Source: an optimization exercise on an open RTL-to-GDS flow (aim: small area). Production flows keep margins and buffers that such runs may drop.
In this exercise RTL edits were held to simulation tests only and were not proved equivalent to the original.

==> flow/design.v <==
package core_pkg;
    localparam int unsigned XLEN      = 32;
    localparam int unsigned REG_IDX_W = 5;
    localparam int unsigned INSTR_W   = 32;
    typedef logic [XLEN-1:0]      word_t;
    typedef logic [REG_IDX_W-1:0] reg_idx_t;
    typedef logic [INSTR_W-1:0]   instr_t;
    typedef struct packed {
        logic     valid;
        reg_idx_t rd;
        word_t    data;
    } wrb_s;
endpackage
module reg_file (
    input  logic               clk,
    input  logic               rst_n,
    input  core_pkg::reg_idx_t rs1_idx_i,
    input  logic               rs1_fwd_i,
    input  core_pkg::reg_idx_t rs2_idx_i,
    input  logic               rs2_fwd_i,
    input  logic               rs2_imm_i,
    input  core_pkg::word_t    imm_i,
    output core_pkg::word_t    rs1_data_o,
    output core_pkg::word_t    rs2_data_o,
    input  logic               we_i,
    input  core_pkg::reg_idx_t wr_idx_i,
    input  core_pkg::word_t    wr_data_i
);
    core_pkg::word_t store [1:31];
    logic            phase;
    core_pkg::word_t nd;
    logic [31:1]     w;
    logic [31:1]     nw;
    core_pkg::word_t rs1_raw;
    core_pkg::word_t rs2_raw;
    logic [3:0]  wr_lo, rs1_lo, rs2_lo;
    logic [7:0]  wr_hi, rs1_hi, rs2_hi;
    logic [31:0] rs1_sel, rs2_sel;
    always_comb begin
        for (int k = 0; k < 4; k++) begin
            wr_lo[k]  = (wr_idx_i[1:0] == k[1:0]);
            rs1_lo[k] = (rs1_idx_i[1:0] == k[1:0]);
            rs2_lo[k] = (rs2_idx_i[1:0] == k[1:0]);
        end
        for (int k = 0; k < 8; k++) begin
            wr_hi[k]  = we_i && (wr_idx_i[4:2] == k[2:0]);
            rs1_hi[k] = !rs1_fwd_i && (rs1_idx_i[4:2] == k[2:0]);
            rs2_hi[k] = !rs2_fwd_i && !rs2_imm_i && (rs2_idx_i[4:2] == k[2:0]);
        end
        for (int r = 0; r < 32; r++) begin
            rs1_sel[r] = rs1_lo[r % 4] && rs1_hi[r / 4];
            rs2_sel[r] = rs2_lo[r % 4] && rs2_hi[r / 4];
        end
    end
    always_ff @(posedge clk) begin
        phase <= rst_n && !phase;
    end
    assign nd = wr_data_i ^ {32{phase}};
    for (genvar r = 1; r < 32; r++) begin : g_row
        assign w[r]  = (wr_lo[r % 4] && wr_hi[r / 4]) || !rst_n;
        assign nw[r] = !(wr_lo[r % 4] && wr_hi[r / 4] && rst_n);
        always_ff @(posedge clk) begin
            store[r] <= ~((store[r] | {32{w[r]}}) & ({32{nw[r]}} | nd));
        end
    end
    always_comb begin
        rs1_raw = nd & {32{rs1_fwd_i}};
        rs2_raw = (nd & {32{rs2_fwd_i}}) | ((imm_i ^ {32{phase}}) & {32{rs2_imm_i}});
        for (int r = 1; r < 32; r++) begin
            rs1_raw = rs1_raw | (store[r] & {32{rs1_sel[r]}});
            rs2_raw = rs2_raw | (store[r] & {32{rs2_sel[r]}});
        end
    end
    assign rs1_data_o = rs1_raw ^ {32{phase && (rs1_idx_i != 5'd0)}};
    assign rs2_data_o = rs2_raw ^ {32{phase && (rs2_imm_i || (rs2_idx_i != 5'd0))}};
endmodule
module int_decode (
    input  logic                clk,
    input  logic                rst_n,
    input  logic                instr_valid_i,
    input  core_pkg::instr_t    instr_i,
    input  logic                rs1_fwd_i,
    input  logic                rs2_fwd_i,
    output logic                valid_o,
    output core_pkg::reg_idx_t  rd_o,
    output core_pkg::reg_idx_t  rs1_o,
    output logic [2:0]          funct3_o,
    output logic [11:0]         imm_o,
    output logic                use_imm_o,
    output logic                rs1_fwd_o,
    output logic                rs2_fwd_o
);
    logic [6:0] opcode;
    logic [2:0] funct3;
    logic [6:0] funct7;
    logic       is_op;
    logic       is_addi;
    logic       op_ok;
    logic       valid_d;
    assign opcode = instr_i[6:0];
    assign funct3 = instr_i[14:12];
    assign funct7 = instr_i[31:25];
    assign is_op   = (opcode == 7'b0110011);
    assign is_addi = (opcode == 7'b0010011) && (funct3 == 3'b000);
    always_comb begin
        case ({funct7, funct3})
            {7'b0000000, 3'b000},
            {7'b0100000, 3'b000},
            {7'b0000000, 3'b111},
            {7'b0000000, 3'b110},
            {7'b0000000, 3'b100},
            {7'b0000000, 3'b010}: op_ok = 1'b1;
            default:              op_ok = 1'b0;
        endcase
    end
    assign valid_d = instr_valid_i && ((is_op && op_ok) || is_addi) && (instr_i[11:7] != 5'd0);
    always_ff @(posedge clk) begin
        valid_o   <= rst_n && valid_d;
        rd_o      <= instr_i[11:7];
        rs1_o     <= instr_i[19:15];
        funct3_o  <= funct3;
        imm_o     <= instr_i[31:20];
        use_imm_o <= !opcode[5];
        rs1_fwd_o <= rs1_fwd_i;
        rs2_fwd_o <= rs2_fwd_i && opcode[5];
    end
endmodule
module forward_unit (
    input  core_pkg::reg_idx_t rs1_idx_i,
    input  core_pkg::reg_idx_t rs2_idx_i,
    input  logic               ex_valid_i,
    input  core_pkg::reg_idx_t ex_rd_i,
    output logic               rs1_fwd_o,
    output logic               rs2_fwd_o
);
    assign rs1_fwd_o = ex_valid_i && (ex_rd_i == rs1_idx_i);
    assign rs2_fwd_o = ex_valid_i && (ex_rd_i == rs2_idx_i);
endmodule
module int_execute (
    input  core_pkg::word_t  op_a_i,
    input  core_pkg::word_t  op_b_i,
    input  logic [2:0]       funct3_i,
    input  logic             sub_i,
    output core_pkg::word_t  result_o
);
    core_pkg::word_t b_x;
    core_pkg::word_t p;
    core_pkg::word_t g;
    core_pkg::word_t gp;
    core_pkg::word_t pp;
    core_pkg::word_t carry;
    core_pkg::word_t sum;
    logic            slt;
    assign b_x = op_b_i ^ {32{sub_i}};
    assign p   = op_a_i ^ b_x;
    assign g   = op_a_i & b_x;
    always_comb begin
        gp    = g;
        pp    = p;
        gp[0] = g[0] | (p[0] & sub_i);
        for (int d = 1; d < 32; d = d * 2) begin
            for (int i = 2 * d - 1; i < 32; i = i + 2 * d) begin
                gp[i] = gp[i] | (pp[i] & gp[i - d]);
                pp[i] = pp[i] & pp[i - d];
            end
        end
        for (int d = 8; d >= 1; d = d / 2) begin
            for (int i = 3 * d - 1; i < 32; i = i + 2 * d) begin
                gp[i] = gp[i] | (pp[i] & gp[i - d]);
                pp[i] = pp[i] & pp[i - d];
            end
        end
    end
    assign carry = {gp[30:0], sub_i};
    assign sum   = p ^ carry;
    assign slt = (op_a_i[31] ^ op_b_i[31]) ? op_a_i[31] : sum[31];
    always_comb begin
        case (funct3_i)
            3'b000:  result_o = sum;
            3'b010:  result_o = {31'd0, slt};
            3'b100:  result_o = p;
            3'b110:  result_o = p | g;
            default: result_o = g;
        endcase
    end
endmodule
module pipeline_top (
    input  logic             clk,
    input  logic             rst_n,
    input  logic             instr_valid_i,
    input  core_pkg::instr_t instr_i,
    output core_pkg::wrb_s   wrb_o
);
    logic               ex_valid;
    core_pkg::reg_idx_t ex_rd;
    core_pkg::reg_idx_t ex_rs1;
    logic [2:0]         ex_funct3;
    logic [11:0]        ex_imm;
    logic               ex_use_imm;
    logic               ex_rs1_fwd;
    logic               ex_rs2_fwd;
    logic               ex_sub;
    logic               rs1_fwd;
    logic               rs2_fwd;
    core_pkg::word_t    op_a;
    core_pkg::word_t    op_b;
    core_pkg::word_t    result;
    core_pkg::wrb_s     wrb_q;
    forward_unit forward_module (
        .rs1_idx_i  (instr_i[19:15]),
        .rs2_idx_i  (instr_i[24:20]),
        .ex_valid_i (ex_valid),
        .ex_rd_i    (ex_rd),
        .rs1_fwd_o  (rs1_fwd),
        .rs2_fwd_o  (rs2_fwd)
    );
    int_decode decode_module (
        .clk           (clk),
        .rst_n         (rst_n),
        .instr_valid_i (instr_valid_i),
        .instr_i       (instr_i),
        .rs1_fwd_i     (rs1_fwd),
        .rs2_fwd_i     (rs2_fwd),
        .valid_o       (ex_valid),
        .rd_o          (ex_rd),
        .rs1_o         (ex_rs1),
        .funct3_o      (ex_funct3),
        .imm_o         (ex_imm),
        .use_imm_o     (ex_use_imm),
        .rs1_fwd_o     (ex_rs1_fwd),
        .rs2_fwd_o     (ex_rs2_fwd)
    );
    reg_file reg_file_module (
        .clk        (clk),
        .rst_n      (rst_n),
        .rs1_idx_i  (ex_rs1),
        .rs1_fwd_i  (ex_rs1_fwd),
        .rs2_idx_i  (ex_imm[4:0]),
        .rs2_fwd_i  (ex_rs2_fwd),
        .rs2_imm_i  (ex_use_imm),
        .imm_i      ({{20{ex_imm[11]}}, ex_imm}),
        .rs1_data_o (op_a),
        .rs2_data_o (op_b),
        .we_i       (wrb_q.valid),
        .wr_idx_i   (wrb_q.rd),
        .wr_data_i  (wrb_q.data)
    );
    assign ex_sub = (ex_funct3 == 3'b010) || ((ex_funct3 == 3'b000) && ex_imm[10] && !ex_use_imm);
    int_execute execute_module (
        .op_a_i   (op_a),
        .op_b_i   (op_b),
        .funct3_i (ex_funct3),
        .sub_i    (ex_sub),
        .result_o (result)
    );
    always_ff @(posedge clk) begin
        wrb_q.valid <= rst_n && ex_valid;
        wrb_q.rd    <= ex_rd;
        wrb_q.data  <= result;
    end
    assign wrb_o = wrb_q;
endmodule
export LEC_CHECK = 0
export ABC_AREA = 0
export CAP_MARGIN = 10
export CORE_MARGIN = 2
export CORE_UTILIZATION = 50
export SLEW_MARGIN = 10
create_clock -name core_clock -period 6.5 [get_ports {clk}]
standard.sh (not shown) runs the stock make flow with config.mk's settings and CLKGATE_MAP_FILE= SYNTH_SCRIPT=/design/flow/synth_recipe.tcl, a recipe that flattens the netlist after the stock synthesis.
==> flow/flow/run.sh <==
#!/bin/bash
set -euo pipefail
W=$(pwd)
mkdir -p "$W/abc_scripts"
cp -r "$FLOW_HOME/scripts/." "$W/abc_scripts/"
cp "$W/flow/abc.script" "$W/abc_scripts/abc_speed.script"
bash "$W/standard.sh" SCRIPTS_DIR="$W/abc_scripts" ADDER_MAP_FILE= synth > "$W/synth.log" 2>&1
bash "$W/standard.sh" \
  "BUFFER_PORTS_ARGS=-buffer_cell sky130_fd_sc_hd__buf_1" \
  SLEW_MARGIN=0 CAP_MARGIN=0 \
  place > "$W/place.log" 2>&1
bash "$W/standard.sh" \
  "BUFFER_PORTS_ARGS=-buffer_cell sky130_fd_sc_hd__buf_1" \
  "CTS_ARGS=-sink_clustering_enable -repair_clock_nets -buf_list sky130_fd_sc_hd__clkbuf_8 -sink_clustering_size 14 -sink_clustering_max_diameter 80 -dont_use_dummy_load" \
  finish > "$W/layout.log" 2>&1
==> flow/flow/abc.script <==
&get -n
&st
&if -g -K 4
&st
&dch -f
&nf -R 1000
&put
buffer -c
topo
stime -c
upsize -c
dnsize -c
==> next run, changes <==
--- a/flow/design.v
+++ b/flow/design.v
@@ -27,11 +27,7 @@
     input  core_pkg::word_t    wr_data_i
 );
-    core_pkg::word_t store [1:31];
-    logic            phase;
-    core_pkg::word_t nd;
-    logic [31:1]     w;
-    logic [31:1]     nw;
-    core_pkg::word_t rs1_raw;
-    core_pkg::word_t rs2_raw;
+    core_pkg::word_t regs [1:31];
+    logic [31:1]     we;
+    logic [31:1]     hold;
     logic [3:0]  wr_lo, rs1_lo, rs2_lo;
     logic [7:0]  wr_hi, rs1_hi, rs2_hi;
@@ -44,5 +40,5 @@
         end
         for (int k = 0; k < 8; k++) begin
-            wr_hi[k]  = we_i && (wr_idx_i[4:2] == k[2:0]);
+            wr_hi[k]  = rst_n && we_i && (wr_idx_i[4:2] == k[2:0]);
             rs1_hi[k] = !rs1_fwd_i && (rs1_idx_i[4:2] == k[2:0]);
             rs2_hi[k] = !rs2_fwd_i && !rs2_imm_i && (rs2_idx_i[4:2] == k[2:0]);
@@ -53,25 +49,19 @@
         end
     end
-    always_ff @(posedge clk) begin
-        phase <= rst_n && !phase;
-    end
-    assign nd = wr_data_i ^ {32{phase}};
     for (genvar r = 1; r < 32; r++) begin : g_row
-        assign w[r]  = (wr_lo[r % 4] && wr_hi[r / 4]) || !rst_n;
-        assign nw[r] = !(wr_lo[r % 4] && wr_hi[r / 4] && rst_n);
+        assign we[r]   = wr_lo[r % 4] && wr_hi[r / 4];
+        assign hold[r] = rst_n && !we[r];
         always_ff @(posedge clk) begin
-            store[r] <= ~((store[r] | {32{w[r]}}) & ({32{nw[r]}} | nd));
-        end
-    end
-    always_comb begin
-        rs1_raw = nd & {32{rs1_fwd_i}};
-        rs2_raw = (nd & {32{rs2_fwd_i}}) | ((imm_i ^ {32{phase}}) & {32{rs2_imm_i}});
+            regs[r] <= (regs[r] & {32{hold[r]}}) | (wr_data_i & {32{we[r]}});
+        end
+    end
+    always_comb begin
+        rs1_data_o = wr_data_i & {32{rs1_fwd_i}};
+        rs2_data_o = (wr_data_i & {32{rs2_fwd_i}}) | (imm_i & {32{rs2_imm_i}});
         for (int r = 1; r < 32; r++) begin
-            rs1_raw = rs1_raw | (store[r] & {32{rs1_sel[r]}});
-            rs2_raw = rs2_raw | (store[r] & {32{rs2_sel[r]}});
-        end
-    end
-    assign rs1_data_o = rs1_raw ^ {32{phase && (rs1_idx_i != 5'd0)}};
-    assign rs2_data_o = rs2_raw ^ {32{phase && (rs2_imm_i || (rs2_idx_i != 5'd0))}};
+            rs1_data_o = rs1_data_o | (regs[r] & {32{rs1_sel[r]}});
+            rs2_data_o = rs2_data_o | (regs[r] & {32{rs2_sel[r]}});
+        end
+    end
 endmodule
 module int_decode (
The changed run went through all stages and came out clean; via count shrinks by 1.3%; non-clock buffer count shrinks by 27; sequential share of layout area shrinks by 1.7 points; global-route usage shrinks by 0.77 points; first-iteration DRC count grows by 2.3%; routed wire length grows by 3.1%; worst hold slack gets worse by 0.036 ns.

## static timing again, ports no longer ideal
The results above use ideal ports. As a check the final layouts listed here were re-extracted and re-timed, cells and wires unchanged.
Step 1: set_driving_cell puts a clkbuf_16 on clk and a buf_2 on each other input, an assumption about the parent block.
Step 2 also shifts input and output timing later by t, the mid clock arrival at the registers, as if the neighbouring blocks saw the same clock.
Slacks: no drivers / after step 1 / after step 2; pairs: no drivers / after step 1.
| run | shift t [ns] | slack for setup (ns) | hold WS [ns] | latest minus earliest clock arrival (ns) |
|---|---|---|---|---|
| the first run | 0.782 | 0.356 / 0.356 / 0.356 | 0.437 / 0.437 / 0.437 | 0.060 / 0.059 |
| the second run | 0.821 | 0.400 / 0.400 / 0.400 | 0.401 / 0.401 / 0.401 | 0.055 / 0.055 |
After both steps setup and hold are still met in every run listed.
